From an optimization exercise on the open Yosys and OpenROAD flow, aimed at small area and a short achievable clock period; shortcuts taken in it are not production practice.
In this exercise RTL edits were held to simulation tests only and were not proved equivalent to the original.

==> exp/maple <==
==> flow/design.v <==
package udp_pkg;
  typedef struct packed {
    logic [15:0] src_port;
    logic [15:0] dst_port;
    logic [15:0] length;
  } udp_hdr_t;
  typedef struct packed {
    logic [8-1:0] data;
    logic                   last;
  } rx_beat_t;
  typedef enum logic [3-1:0] {
    CTRL       = 3'd0,
    SEND_PORTS = 3'd1,
    SEND_LEN   = 3'd2,
    RECV_PORTS = 3'd3,
    RECV_LEN   = 3'd4,
    STATUS     = 3'd5
  } csr_addr_e;
endpackage
`timescale 1ns/1ns
module udp_bridge_top
(
  input  logic                   i_clk_axi,
  input  logic                   i_rst_axi,
  input  logic                   i_csr_wr,
  input  logic                   i_csr_rd,
  input  logic [3-1:0] i_csr_addr,
  input  logic [32-1:0] i_csr_wdata,
  output logic [32-1:0] o_csr_rdata,
  input  logic                   i_out_wr,
  input  logic [8-1:0] i_out_data,
  output logic                   o_out_full,
  input  logic                   i_in_rd,
  output logic [8-1:0] o_in_data,
  output logic                   o_in_last,
  output logic                   o_in_empty,
  output logic                   o_tx_valid,
  output logic [8-1:0] o_tx_data,
  output logic                   o_tx_last,
  input  logic                   i_tx_credit,
  input  logic                   i_rx_valid,
  input  logic [8-1:0] i_rx_data,
  input  logic                   i_rx_last,
  output logic                   o_rx_credit,
  output logic                   o_pkt_sent,
  output logic                   o_pkt_recv
);
  logic [15:0] send_src, send_dst, send_len;
  logic [47:0] recv_q;
  logic        irq_sent, irq_recv;
  logic        recv_seen;
  logic [31:0] rdata_q;
  logic        wr_ctrl, send_req, clear_irq, tx_done, recv_valid;
  logic [31:0] rd_mux;
  logic [4:0]  ocnt, icnt;
  assign wr_ctrl   = i_csr_wr && (i_csr_addr == 3'd0);
  assign send_req  = wr_ctrl && i_csr_wdata[0];
  assign clear_irq = wr_ctrl && i_csr_wdata[1];
  always_ff @(posedge i_clk_axi) begin
    if (i_rst_axi) begin
      send_src <= '0;
      send_dst <= '0;
      send_len <= '0;
    end else if (i_csr_wr) begin
      if (i_csr_addr == 3'd1) begin
        send_src <= i_csr_wdata[15:0];
        send_dst <= i_csr_wdata[31:16];
      end
      if (i_csr_addr == 3'd2) send_len <= i_csr_wdata[15:0];
    end
  end
  always_ff @(posedge i_clk_axi) begin
    if (i_rst_axi) begin
      irq_sent <= 1'b0;
      irq_recv <= 1'b0;
    end else begin
      if (clear_irq) begin
        irq_sent <= 1'b0;
        irq_recv <= 1'b0;
      end
      if (tx_done) irq_sent <= 1'b1;
      if (recv_valid) irq_recv <= 1'b1;
    end
  end
  logic sel1, sel2, sel3, sel4, sel5;
  assign sel1 = (i_csr_addr == 3'd1);
  assign sel2 = (i_csr_addr == 3'd2);
  assign sel3 = (i_csr_addr == 3'd3) && recv_seen;
  assign sel4 = (i_csr_addr == 3'd4) && recv_seen;
  assign sel5 = (i_csr_addr == 3'd5);
  assign rd_mux = ({32{sel1}} & {send_dst, send_src})
                | ({32{sel2}} & {16'h0000, send_len})
                | ({32{sel3}} & {recv_q[31:16], recv_q[47:32]})
                | ({32{sel4}} & {16'h0000, recv_q[15:0]})
                | ({32{sel5}} & {11'h000, ocnt, 3'b000, icnt, 6'b0, irq_sent, irq_recv});
  always_ff @(posedge i_clk_axi) begin
    if (i_rst_axi) rdata_q <= '0;
    else if (i_csr_rd) rdata_q <= rd_mux;
  end
  localparam logic [1:0] S_IDLE = 2'd0, S_PEND = 2'd1, S_HDR = 2'd2, S_PAY = 2'd3;
  logic [1:0]  st;
  logic [2:0]  idx;
  logic [7:0]  h_srclo;
  logic [15:0] h_dst, h_len;
  logic [2:0]  cred;
  logic        tx_valid_q, tx_last_q, hd_valid;
  logic [7:0]  tx_data_q;
  logic [7:0]  omem [16];
  logic [3:0]  owr, ord;
  logic        beat, in_hdr, in_pay, pay_pop, ring_ne, need_head;
  logic        hd_valid_n, cred_nz_n;
  logic [1:0]  st_n;
  logic [15:0] len8;
  logic [7:0]  hbyte;
  assign beat    = tx_valid_q;
  assign in_hdr  = (st == S_HDR);
  assign in_pay  = (st == S_PAY);
  assign pay_pop = beat && in_pay;
  assign tx_done = beat && tx_last_q;
  assign ring_ne = (ocnt != {4'b0, hd_valid});
  assign need_head = (in_pay && (!hd_valid || beat)) || (in_hdr && beat && (idx == 3'd7));
  assign hd_valid_n = need_head ? (ring_ne || i_out_wr) : hd_valid;
  assign cred_nz_n = i_tx_credit || (cred > 3'd1) || ((cred == 3'd1) && !beat);
  assign len8    = h_len + 16'd8;
  logic [4:0]  ocnt_wr, ocnt_nowr;
  assign ocnt_nowr  = pay_pop ? ocnt - 5'd1 : ocnt;
  assign ocnt_wr    = pay_pop ? ocnt : ocnt + 5'd1;
  always_comb begin
    case (idx)
      3'd0:    hbyte = h_srclo;
      3'd1:    hbyte = h_dst[15:8];
      3'd2:    hbyte = h_dst[7:0];
      3'd3:    hbyte = len8[15:8];
      3'd4:    hbyte = len8[7:0];
      default: hbyte = 8'h00;
    endcase
  end
  always_comb begin
    st_n = st;
    case (st)
      S_IDLE: if (send_req) st_n = S_PEND;
      S_PEND: st_n = S_HDR;
      S_HDR:  if (beat && idx == 3'd7) st_n = tx_last_q ? S_IDLE : S_PAY;
      S_PAY:  if (beat && tx_last_q) st_n = S_IDLE;
      default: st_n = S_IDLE;
    endcase
  end
  always_ff @(posedge i_clk_axi) begin
    if (i_rst_axi) begin
      st         <= S_IDLE;
      idx        <= '0;
      cred       <= 3'(4);
      tx_valid_q <= 1'b0;
      hd_valid   <= 1'b0;
      ocnt       <= '0;
      owr        <= '0;
      ord        <= '0;
    end else begin
      st         <= st_n;
      cred       <= cred - 3'(beat) + 3'(i_tx_credit);
      tx_valid_q <= ((st_n == S_HDR) || ((st_n == S_PAY) && hd_valid_n)) && cred_nz_n;
      hd_valid   <= hd_valid_n;
      ocnt       <= i_out_wr ? ocnt_wr : ocnt_nowr;
      if (st == S_PEND) idx <= '0;
      else if (in_hdr && beat) idx <= idx + 3'd1;
      if (i_out_wr) owr <= owr + 4'd1;
      if (need_head && (ring_ne || i_out_wr)) ord <= ord + 4'd1;
    end
  end
  for (genvar k = 0; k < 16; k++) begin : g_omem
    logic osel;
    assign osel = (owr == 4'(k));
    always_ff @(posedge i_clk_axi) begin
      if (i_out_wr && osel) omem[k] <= i_out_data;
    end
  end
  always_ff @(posedge i_clk_axi) begin
    if (st == S_PEND) begin
      h_srclo <= send_src[7:0];
      h_dst   <= send_dst;
      h_len   <= send_len;
    end else if (pay_pop) begin
      h_len   <= h_len - 16'd1;
    end
  end
  always_ff @(posedge i_clk_axi) begin
    if (i_rst_axi) begin
      tx_data_q <= '0;
      tx_last_q <= 1'b0;
    end else if (st == S_PEND) begin
      tx_data_q <= send_src[15:8];
      tx_last_q <= 1'b0;
    end else if (in_hdr && beat && idx != 3'd7) begin
      tx_data_q <= hbyte;
      tx_last_q <= (idx == 3'd6) && (h_len == 16'd0);
    end else if (need_head) begin
      tx_data_q <= ring_ne ? omem[ord] : i_out_data;
      tx_last_q <= pay_pop ? (h_len == 16'd2) : (h_len == 16'd1);
    end
  end
  logic [2:0]  hcnt;
  logic        pay_ph;
  logic [47:0] hsh;
  logic [3:0]  owed;
  logic        rxc_q;
  logic [8:0]  imem [15];
  logic [3:0]  iwr, ird;
  logic [8:0]  ihead;
  logic        iempty;
  logic        hdr_take, ipush, ipop, head_w, ring_w, ring_r, icnt1;
  assign hdr_take   = i_rx_valid && !pay_ph;
  assign ipush      = i_rx_valid && pay_ph;
  assign recv_valid = ipush && i_rx_last;
  assign ipop       = i_in_rd;
  assign icnt1      = (icnt == 5'd1);
  assign head_w     = ipush && (iempty || (ipop && icnt1));
  assign ring_w     = ipush;
  assign ring_r     = ipop && !icnt1;
  logic        iring_wsel;
  logic [4:0]  icnt_inc, icnt_dec;
  logic [3:0]  owed_dec, owed_inc;
  assign iring_wsel = pay_ph;
  assign icnt_inc   = icnt + 5'd1;
  assign icnt_dec   = icnt - 5'd1;
  assign owed_dec   = (owed == 4'd0) ? 4'd0 : owed - 4'd1;
  assign owed_inc   = owed + 4'd1;
  always_ff @(posedge i_clk_axi) begin
    if (i_rst_axi) begin
      hcnt      <= '0;
      pay_ph    <= 1'b0;
      recv_seen <= 1'b0;
    end else begin
      if (hdr_take) begin
        hcnt <= hcnt + 3'd1;
        if (hcnt == 3'd7) pay_ph <= 1'b1;
      end else if (recv_valid) begin
        pay_ph <= 1'b0;
      end
      if (recv_valid) recv_seen <= 1'b1;
    end
  end
  always_ff @(posedge i_clk_axi) begin
    if (recv_valid) recv_q <= hsh;
  end
  always_ff @(posedge i_clk_axi) begin
    if (hdr_take && (hcnt < 3'd6)) hsh <= {hsh[39:0], i_rx_data};
  end
  always_ff @(posedge i_clk_axi) begin
    if (i_rst_axi) begin
      icnt   <= '0;
      iempty <= 1'b1;
      iwr    <= '0;
      ird    <= '0;
    end else begin
      icnt   <= (ipush && !ipop) ? icnt_inc : (ipop && !ipush) ? icnt_dec : icnt;
      iempty <= !ipush && (iempty || (icnt1 && ipop));
      if (ring_w) iwr <= (iwr == 4'd14) ? 4'd0 : iwr + 4'd1;
      if (ring_r || head_w) ird <= (ird == 4'd14) ? 4'd0 : ird + 4'd1;
    end
  end
  for (genvar k = 0; k < 15; k++) begin : g_imem
    logic isel;
    assign isel = iring_wsel && (iwr == 4'(k));
    always_ff @(posedge i_clk_axi) begin
      if (i_rx_valid && isel) imem[k] <= {i_rx_data, i_rx_last};
    end
  end
  always_ff @(posedge i_clk_axi) begin
    if (i_rst_axi) ihead <= '0;
    else if (ring_r) ihead <= imem[ird];
    else if (head_w) ihead <= {i_rx_data, i_rx_last};
  end
  always_ff @(posedge i_clk_axi) begin
    if (i_rst_axi) begin
      rxc_q <= 1'b0;
      owed  <= '0;
    end else begin
      rxc_q <= (owed != 4'd0) || hdr_take || ipop;
      owed  <= (hdr_take && ipop) ? owed_inc : (hdr_take || ipop) ? owed : owed_dec;
    end
  end
  assign o_csr_rdata = rdata_q;
  assign o_out_full  = ocnt[4];
  assign o_in_data   = ihead[8:1];
  assign o_in_last   = ihead[0];
  assign o_in_empty  = iempty;
  assign o_tx_valid  = tx_valid_q;
  assign o_tx_data   = tx_data_q;
  assign o_tx_last   = tx_last_q;
  assign o_rx_credit = rxc_q;
  assign o_pkt_sent  = irq_sent;
  assign o_pkt_recv  = irq_recv;
endmodule
==> flow/flow/run.sh <==
#!/bin/bash
# Own flow: the standard layout (standard.sh) with two changes: the port buffers start
# as buf_2 instead of the resizer's default pick, and clock tree synthesis adds no dummy
# loads. The whole make output goes to standard.log; ORFS keeps each step's log under orfs/logs.
set -uo pipefail
bash standard.sh \
  "BUFFER_PORTS_ARGS=-buffer_cell sky130_fd_sc_hd__buf_2" \
  "CTS_ARGS=-sink_clustering_enable -repair_clock_nets -sink_clustering_size 24 -sink_clustering_max_diameter 60 -dont_use_dummy_load" \
  finish > standard.log 2>&1
==> flow/standard.sh <==
#!/bin/bash
# synth_recipe.tcl (not shown) runs the flow's synth.tcl, then flattens the netlist and writes it again
# the make line also repeats each setting of config.mk as NAME=value (left out here)
make -C /OpenROAD-flow-scripts/flow DESIGN_CONFIG=/design/flow/config.mk WORK_HOME=/design/flow/orfs CLKGATE_MAP_FILE= SYNTH_SCRIPT=/design/flow/synth_recipe.tcl "${@:-finish}"
==> flow/config.mk <==
export PLATFORM = sky130hd
export DESIGN_NAME = udp_bridge_top
export DESIGN_NICKNAME = udp_bridge_top
export VERILOG_FILES = /design/flow/design.v
export SDC_FILE = /design/flow/constraint.sdc
export NUM_CORES = 4
export LEC_CHECK = 0
export CAP_MARGIN = 20
export CORE_MARGIN = 2
export CORE_UTILIZATION = 60
export SETUP_SLACK_MARGIN = 3.8
export SLEW_MARGIN = 20
==> flow/constraint.sdc <==
create_clock -name core_clock -period 6.0 [get_ports {i_clk_axi}]
set_input_delay 1.2000 -clock core_clock [delete_from_list [all_inputs] [get_ports {i_clk_axi}]]
set_output_delay 1.2000 -clock core_clock [all_outputs]
set_load 0.01 [all_outputs]
==> exp/amber (differences from exp/maple) <==
--- a/flow/design.v
+++ b/flow/design.v
@@ -48,7 +48,6 @@
   logic [15:0] send_src, send_dst, send_len;
   logic [47:0] recv_q;
   logic        irq_sent, irq_recv;
-  logic        recv_seen;
   logic [31:0] rdata_q;
   logic        wr_ctrl, send_req, clear_irq, tx_done, recv_valid;
   logic [31:0] rd_mux;
@@ -82,17 +81,16 @@
       if (recv_valid) irq_recv <= 1'b1;
     end
   end
-  logic sel1, sel2, sel3, sel4, sel5;
-  assign sel1 = (i_csr_addr == 3'd1);
-  assign sel2 = (i_csr_addr == 3'd2);
-  assign sel3 = (i_csr_addr == 3'd3) && recv_seen;
-  assign sel4 = (i_csr_addr == 3'd4) && recv_seen;
-  assign sel5 = (i_csr_addr == 3'd5);
-  assign rd_mux = ({32{sel1}} & {send_dst, send_src})
-                | ({32{sel2}} & {16'h0000, send_len})
-                | ({32{sel3}} & {recv_q[31:16], recv_q[47:32]})
-                | ({32{sel4}} & {16'h0000, recv_q[15:0]})
-                | ({32{sel5}} & {11'h000, ocnt, 3'b000, icnt, 6'b0, irq_sent, irq_recv});
+  always_comb begin
+    case (i_csr_addr)
+      3'd1:    rd_mux = {send_dst, send_src};
+      3'd2:    rd_mux = {16'h0000, send_len};
+      3'd3:    rd_mux = {recv_q[31:16], recv_q[47:32]};
+      3'd4:    rd_mux = {16'h0000, recv_q[15:0]};
+      3'd5:    rd_mux = {11'h000, ocnt, 3'b000, icnt, 6'b0, irq_sent, irq_recv};
+      default: rd_mux = '0;
+    endcase
+  end
   always_ff @(posedge i_clk_axi) begin
     if (i_rst_axi) rdata_q <= '0;
     else if (i_csr_rd) rdata_q <= rd_mux;
@@ -107,7 +105,7 @@
   logic [7:0]  tx_data_q;
   logic [7:0]  omem [16];
   logic [3:0]  owr, ord;
-  logic        beat, in_hdr, in_pay, pay_pop, ring_ne, need_head;
+  logic        beat, in_hdr, in_pay, pay_pop, ring_ne, need_head, bypass;
   logic        hd_valid_n, cred_nz_n;
   logic [1:0]  st_n;
   logic [15:0] len8;
@@ -119,12 +117,10 @@
   assign tx_done = beat && tx_last_q;
   assign ring_ne = (ocnt != {4'b0, hd_valid});
   assign need_head = (in_pay && (!hd_valid || beat)) || (in_hdr && beat && (idx == 3'd7));
+  assign bypass  = need_head && !ring_ne && i_out_wr;
   assign hd_valid_n = need_head ? (ring_ne || i_out_wr) : hd_valid;
   assign cred_nz_n = i_tx_credit || (cred > 3'd1) || ((cred == 3'd1) && !beat);
   assign len8    = h_len + 16'd8;
-  logic [4:0]  ocnt_wr, ocnt_nowr;
-  assign ocnt_nowr  = pay_pop ? ocnt - 5'd1 : ocnt;
-  assign ocnt_wr    = pay_pop ? ocnt : ocnt + 5'd1;
   always_comb begin
     case (idx)
       3'd0:    hbyte = h_srclo;
@@ -160,19 +156,15 @@
       cred       <= cred - 3'(beat) + 3'(i_tx_credit);
       tx_valid_q <= ((st_n == S_HDR) || ((st_n == S_PAY) && hd_valid_n)) && cred_nz_n;
       hd_valid   <= hd_valid_n;
-      ocnt       <= i_out_wr ? ocnt_wr : ocnt_nowr;
+      ocnt       <= ocnt + 5'(i_out_wr) - 5'(pay_pop);
       if (st == S_PEND) idx <= '0;
       else if (in_hdr && beat) idx <= idx + 3'd1;
-      if (i_out_wr) owr <= owr + 4'd1;
-      if (need_head && (ring_ne || i_out_wr)) ord <= ord + 4'd1;
-    end
-  end
-  for (genvar k = 0; k < 16; k++) begin : g_omem
-    logic osel;
-    assign osel = (owr == 4'(k));
-    always_ff @(posedge i_clk_axi) begin
-      if (i_out_wr && osel) omem[k] <= i_out_data;
-    end
+      if (i_out_wr && !bypass) owr <= owr + 4'd1;
+      if (need_head && ring_ne) ord <= ord + 4'd1;
+    end
+  end
+  always_ff @(posedge i_clk_axi) begin
+    if (i_out_wr && !bypass) omem[owr] <= i_out_data;
   end
   always_ff @(posedge i_clk_axi) begin
     if (st == S_PEND) begin
@@ -184,10 +176,7 @@
     end
   end
   always_ff @(posedge i_clk_axi) begin
-    if (i_rst_axi) begin
-      tx_data_q <= '0;
-      tx_last_q <= 1'b0;
-    end else if (st == S_PEND) begin
+    if (st == S_PEND) begin
       tx_data_q <= send_src[15:8];
       tx_last_q <= 1'b0;
     end else if (in_hdr && beat && idx != 3'd7) begin
@@ -208,27 +197,20 @@
   logic [8:0]  ihead;
   logic        iempty;
   logic        hdr_take, ipush, ipop, head_w, ring_w, ring_r, icnt1;
+  logic [4:0]  csum;
   assign hdr_take   = i_rx_valid && !pay_ph;
   assign ipush      = i_rx_valid && pay_ph;
   assign recv_valid = ipush && i_rx_last;
   assign ipop       = i_in_rd;
   assign icnt1      = (icnt == 5'd1);
   assign head_w     = ipush && (iempty || (ipop && icnt1));
-  assign ring_w     = ipush;
+  assign ring_w     = ipush && !head_w;
   assign ring_r     = ipop && !icnt1;
-  logic        iring_wsel;
-  logic [4:0]  icnt_inc, icnt_dec;
-  logic [3:0]  owed_dec, owed_inc;
-  assign iring_wsel = pay_ph;
-  assign icnt_inc   = icnt + 5'd1;
-  assign icnt_dec   = icnt - 5'd1;
-  assign owed_dec   = (owed == 4'd0) ? 4'd0 : owed - 4'd1;
-  assign owed_inc   = owed + 4'd1;
-  always_ff @(posedge i_clk_axi) begin
-    if (i_rst_axi) begin
-      hcnt      <= '0;
-      pay_ph    <= 1'b0;
-      recv_seen <= 1'b0;
+  always_ff @(posedge i_clk_axi) begin
+    if (i_rst_axi) begin
+      hcnt   <= '0;
+      pay_ph <= 1'b0;
+      recv_q <= '0;
     end else begin
       if (hdr_take) begin
         hcnt <= hcnt + 3'd1;
@@ -236,11 +218,8 @@
       end else if (recv_valid) begin
         pay_ph <= 1'b0;
       end
-      if (recv_valid) recv_seen <= 1'b1;
-    end
-  end
-  always_ff @(posedge i_clk_axi) begin
-    if (recv_valid) recv_q <= hsh;
+      if (recv_valid) recv_q <= hsh;
+    end
   end
   always_ff @(posedge i_clk_axi) begin
     if (hdr_take && (hcnt < 3'd6)) hsh <= {hsh[39:0], i_rx_data};
@@ -252,31 +231,27 @@
       iwr    <= '0;
       ird    <= '0;
     end else begin
-      icnt   <= (ipush && !ipop) ? icnt_inc : (ipop && !ipush) ? icnt_dec : icnt;
-      iempty <= !ipush && (iempty || (icnt1 && ipop));
+      icnt   <= icnt + 5'(ipush) - 5'(ipop);
+      iempty <= (iempty && !ipush) || (icnt1 && ipop && !ipush);
       if (ring_w) iwr <= (iwr == 4'd14) ? 4'd0 : iwr + 4'd1;
-      if (ring_r || head_w) ird <= (ird == 4'd14) ? 4'd0 : ird + 4'd1;
-    end
-  end
-  for (genvar k = 0; k < 15; k++) begin : g_imem
-    logic isel;
-    assign isel = iring_wsel && (iwr == 4'(k));
-    always_ff @(posedge i_clk_axi) begin
-      if (i_rx_valid && isel) imem[k] <= {i_rx_data, i_rx_last};
-    end
-  end
-  always_ff @(posedge i_clk_axi) begin
-    if (i_rst_axi) ihead <= '0;
-    else if (ring_r) ihead <= imem[ird];
+      if (ring_r) ird <= (ird == 4'd14) ? 4'd0 : ird + 4'd1;
+    end
+  end
+  always_ff @(posedge i_clk_axi) begin
+    if (ring_w) imem[iwr] <= {i_rx_data, i_rx_last};
+  end
+  always_ff @(posedge i_clk_axi) begin
+    if (ring_r) ihead <= imem[ird];
     else if (head_w) ihead <= {i_rx_data, i_rx_last};
   end
+  assign csum = 5'(owed) + 5'(hdr_take) + 5'(ipop);
   always_ff @(posedge i_clk_axi) begin
     if (i_rst_axi) begin
       rxc_q <= 1'b0;
       owed  <= '0;
     end else begin
-      rxc_q <= (owed != 4'd0) || hdr_take || ipop;
-      owed  <= (hdr_take && ipop) ? owed_inc : (hdr_take || ipop) ? owed : owed_dec;
+      rxc_q <= (csum != 5'd0);
+      owed  <= (csum != 5'd0) ? 4'(csum - 5'd1) : 4'd0;
     end
   end
   assign o_csr_rdata = rdata_q;
==> flow/run.sh (new file) <==
#!/bin/bash
# synth_recipe.tcl (not shown) runs the flow's synth.tcl, then flattens the netlist and writes it again
# the make line also repeats each setting of config.mk as NAME=value (left out here)
make -C /OpenROAD-flow-scripts/flow DESIGN_CONFIG=/design/flow/config.mk WORK_HOME=/design/flow/orfs CLKGATE_MAP_FILE= SYNTH_SCRIPT=/design/flow/synth_recipe.tcl finish
Settings changed: CORE_UTILIZATION 60 to 40, SETUP_SLACK_MARGIN 3.8 to 3.6.
removed: flow/flow/run.sh
removed: flow/standard.sh
==> notes <==
Between exp/maple and exp/amber, the lower worst hold slack is in exp/maple (gap 3.1 ps). Between exp/amber and exp/maple, the lower fmax is in exp/amber (gap 7.8%, measured against exp/maple). Global-route usage: exp/amber is lower than exp/maple (10 points). Against exp/maple, the first-iteration DRC count of exp/amber is lower by 26%.

==> what the ideal ports hide <==
No port has a modelled driver above. Below, the same layouts with a new extraction and two added sets of constraints. Step 1 (the two cells are an assumption about what drives the block):
set clk [get_ports {i_clk_axi}]
set_driving_cell -lib_cell sky130_fd_sc_hd__clkbuf_16 $clk
set_driving_cell -lib_cell sky130_fd_sc_hd__buf_2 [delete_from_list [all_inputs] $clk]
Step 2 moves the port delays by t, midway between the first and last clock arrival at a register: inputs arrive t later, outputs are due t later. That takes back most of the time a late clock gives input paths. a / b / c = no drivers / after step 1 / after step 2; a / b = the first two.
| run | shift t [ns] | setup WS [ns] | worst register clock-pin slew, ns |
|---|---|---|---|
| exp/maple | 0.595 | 3.753 / 3.695 / 3.222 | 0.09 / 0.09 |
| exp/amber | 0.681 | 3.564 / 3.554 / 2.873 | 0.07 / 0.07 |
After both steps setup and hold are still met in every run listed. For exp/amber, which loses most, drivers alone change the setup slack by -0.010 ns; drivers and shift together by -0.691 ns.
